This is an optimization exercise on Yosys and OpenROAD, whose aim is small area, a short achievable clock period and few clock cycles per item, not a production implementation.
The RTL was checked by simulation tests, not by an equivalence proof against the original design.
No activity file was given, so power comes from the tool's default toggle rates.

Design softmax_top, start of the top module:
module softmax_top (
  input  logic        clk,
  input  logic        rst_n,
  input  logic [15:0] fifo_data,
  input  logic        fifo_empty,
  output logic        rd_en,
  output logic [15:0] tx_data,
  output logic        tx_empty,
  input  logic        tx_fifo_en,
  input  logic [1:0]  control
);
clock: 10.0 ns
lec_check: 0
cap_margin: 20
core_margin: 2
core_utilization: 65
cts_buf_list: sky130_fd_sc_hd__clkbuf_16
cts_cluster_diameter: 100
cts_cluster_size: 28
setup_slack_margin: 5.0
slew_margin: 20
standard.sh (not shown) runs the stock make flow with config.mk's settings and CLKGATE_MAP_FILE= SYNTH_SCRIPT=/design/flow/synth_recipe.tcl, a recipe that flattens the netlist after the stock synthesis.
==> flow/flow/run.sh <==
#!/bin/bash
# The standard layout (standard.sh), changed only in how hard and where the
# layout is optimised, not in the constraints it is signed off at:
#  - port buffers are sky130_fd_sc_hd__buf_4 instead of the delay cell buffer_ports picks
#    (every port still gets its own buffer),
#  - the pin placer keeps all pins on one edge (-exclude left:* -exclude right:* -exclude bottom:*), so the
#    bypass paths between input and output pins stay short.
# The full make output goes to make_flow.log; ORFS keeps each step's log
# under orfs/logs.
set -uo pipefail
sed -e 's/SETUP_SLACK_MARGIN=[0-9.]*/SETUP_SLACK_MARGIN=5.5 BUFFER_PORTS_ARGS="-buffer_cell sky130_fd_sc_hd__buf_4" PLACE_PINS_ARGS="-exclude left:* -exclude right:* -exclude bottom:*"/' standard.sh > standard_tuned.sh
bash standard_tuned.sh > make_flow.log 2>&1
status=$?
echo "standard flow exit $status"
exit $status
The starting point went through all stages and came out clean.
Testbench counts at the start, summed over its fixed seeds: cycles 3,440, items 192.
==> next run, changes <==
--- a/flow/flow/run.sh
+++ b/flow/flow/run.sh
@@ -10,3 +10,3 @@
 set -uo pipefail
-sed -e 's/SETUP_SLACK_MARGIN=[0-9.]*/SETUP_SLACK_MARGIN=5.5 BUFFER_PORTS_ARGS="-buffer_cell sky130_fd_sc_hd__buf_4" PLACE_PINS_ARGS="-exclude left:* -exclude right:* -exclude bottom:*"/' standard.sh > standard_tuned.sh
+sed -e 's/SETUP_SLACK_MARGIN=[0-9.]*/SETUP_SLACK_MARGIN=6.0 BUFFER_PORTS_ARGS="-buffer_cell sky130_fd_sc_hd__buf_4" PLACE_PINS_ARGS="-exclude left:* -exclude right:* -exclude bottom:*"/' standard.sh > standard_tuned.sh
 bash standard_tuned.sh > make_flow.log 2>&1
ABC_CLOCK_PERIOD_IN_PS = 4700   (was default)
Setup slack improved by 0.054 ns.
Synthesized area stays the same.
Count of clock-buffer cells in the layout shrinks by 1.
Non-clock buffer count increases by 2.
Register-to-register slack gets better by 0.41 ns.
Clock skew rose by 0.0031 ns.
Via count climbs by 0.85%.
Hold slack gets worse by 0.0074 ns.
Routed wire length went up by 2.5%.
Power is higher by 1.1%.
==> next run, changes <==
ABC_CLOCK_PERIOD_IN_PS = default   (was 4700)
CORE_UTILIZATION = 75   (was 65)
Outcome:
- sequential share of layout area climbs by 0.11 points
- clock skew drops by 0.0039 ns
- clock power is about the same
- hold slack improved by 0.0046 ns
- count of clock-buffer cells in the layout stays the same
- register-to-register slack got worse by 0.04 ns
- final area barely changes

========
Another version of the RTL of softmax_top (not shown whole).
For scale: about 680 flip-flops.
clock: 10.0 ns
lec_check: 0
cap_margin: 20
core_margin: 2
core_utilization: 65
cts_buf_list: sky130_fd_sc_hd__clkbuf_16
cts_cluster_diameter: 100
cts_cluster_size: 28
setup_slack_margin: 5.0
slew_margin: 20
==> flow/flow/run.sh <==
#!/bin/bash
# The standard layout (standard.sh), changed only in how hard and where the
# layout is optimised, not in the constraints it is signed off at:
#  - port buffers are sky130_fd_sc_hd__buf_4 instead of the delay cell buffer_ports picks
#    (every port still gets its own buffer),
#  - the pin placer keeps all pins on one edge (-exclude left:* -exclude right:* -exclude bottom:*), so the
#    bypass paths between input and output pins stay short.
# The full make output goes to make_flow.log; ORFS keeps each step's log
# under orfs/logs.
set -uo pipefail
sed -e 's/SETUP_SLACK_MARGIN=[0-9.]*/SETUP_SLACK_MARGIN=6.0 BUFFER_PORTS_ARGS="-buffer_cell sky130_fd_sc_hd__buf_4" PLACE_PINS_ARGS="-exclude left:* -exclude right:* -exclude bottom:*"/' standard.sh > standard_tuned.sh
bash standard_tuned.sh > make_flow.log 2>&1
status=$?
echo "standard flow exit $status"
exit $status
Testbench counts at the start, summed over its fixed seeds: cycles 3,456, items 192.
Rerun with:
Settings changed: PLACE_DENSITY set to 0.75.
- fmax stays flat
- wire length shrinks by a few percent
- count of clock-buffer cells in the layout is unchanged
- via count stays flat
- utilization fell by 0.11 points
- die area is unchanged
- worst setup slack improves by 4.7 ps
- total power came out lower slightly
- final area stays flat
Rerun with:
==> flow/flow/run.sh (replaced) <==
#!/bin/bash
set -uo pipefail
sed -e 's/SETUP_SLACK_MARGIN=[0-9.]*/SETUP_SLACK_MARGIN=6.0 BUFFER_PORTS_ARGS="-buffer_cell sky130_fd_sc_hd__buf_4"/' standard.sh > standard_tuned.sh
bash standard_tuned.sh > make_flow.log 2>&1
status=$?
echo "standard flow exit $status"
exit $status
Settings changed: PLACE_DENSITY 0.75 to not set.
Wire length is higher by 2.9%.
Worst setup slack loses 61 ps.
Sequential share of layout area is higher by 0.35 points.
Non-clock buffer count is lower by 5.
Core utilization is lower by 0.44 points.
Final area is lower by 0.61%.
Final cell count barely changes.
Global-route usage is higher by 0.75 points.
Count of clock-buffer cells in the layout stays the same.
Total power is lower by 0.37%.
Rerun with:
==> flow/flow/run.sh (replaced) <==
#!/bin/bash
# The standard layout (standard.sh), changed only in how hard and where the
# layout is optimised, not in the constraints it is signed off at:
#  - port buffers are sky130_fd_sc_hd__buf_4 instead of the delay cell buffer_ports picks
#    (every port still gets its own buffer),
#  - the pin placer keeps all pins on one edge (-exclude left:* -exclude right:* -exclude bottom:*), so the
#    bypass paths between input and output pins stay short.
# The full make output goes to make_flow.log; ORFS keeps each step's log
# under orfs/logs.
set -uo pipefail
sed -e 's/SETUP_SLACK_MARGIN=[0-9.]*/SETUP_SLACK_MARGIN=7.0 BUFFER_PORTS_ARGS="-buffer_cell sky130_fd_sc_hd__buf_4" PLACE_PINS_ARGS="-exclude left:* -exclude right:* -exclude bottom:*"/' standard.sh > standard_tuned.sh
bash standard_tuned.sh > make_flow.log 2>&1
status=$?
echo "standard flow exit $status"
exit $status
Combinational power rises by 51%.
Cell count goes up by 5.4%.
Die area stays the same.
Routed wire length rises by 22%.
Area after synthesis stays the same.
Non-clock buffer count came out higher by 134.

what the ideal ports hide:
Ports are ideal in the flow. The routed layouts listed here were re-timed in OpenROAD. Step 1 (the two cells are an assumption about what drives the block):
set clk [get_ports {clk}]
set_driving_cell -lib_cell sky130_fd_sc_hd__clkbuf_16 $clk
set_driving_cell -lib_cell sky130_fd_sc_hd__buf_2 [delete_from_list [all_inputs] $clk]
Step 2 also shifts input and output timing later by t, the mid clock arrival at the registers, as if the neighbouring blocks saw the same clock. a / b / c = ideal ports / drivers / drivers and shift; a / b = the first two.
run	t, ns	slack for setup (ns)	clock arrival spread, ns	worst data-port slew with drivers (ns)
the first run of note 1	0.631	5.246 / 5.196 / 5.030	0.034 / 0.035	0.06
the second run of note 1	0.645	5.301 / 5.255 / 5.112	0.041 / 0.041	0.06
the third run of note 1	0.643	5.262 / 5.208 / 5.150	0.036 / 0.036	0.10
the first run of note 2	0.657	5.286 / 5.187 / 5.079	0.023 / 0.023	0.15
the second run of note 2	0.657	5.291 / 5.195 / 5.169	0.024 / 0.025	0.15
the third run of note 2	0.661	5.230 / 5.176 / 5.176	0.025 / 0.025	0.07
the fourth run of note 2	0.631	5.267 / 5.175 / 5.175	0.028 / 0.027	0.14
After both steps every run listed still meets setup and hold. For the first run of note 1, which loses most, drivers alone change the setup slack by -0.050 ns; drivers and shift together by -0.216 ns.
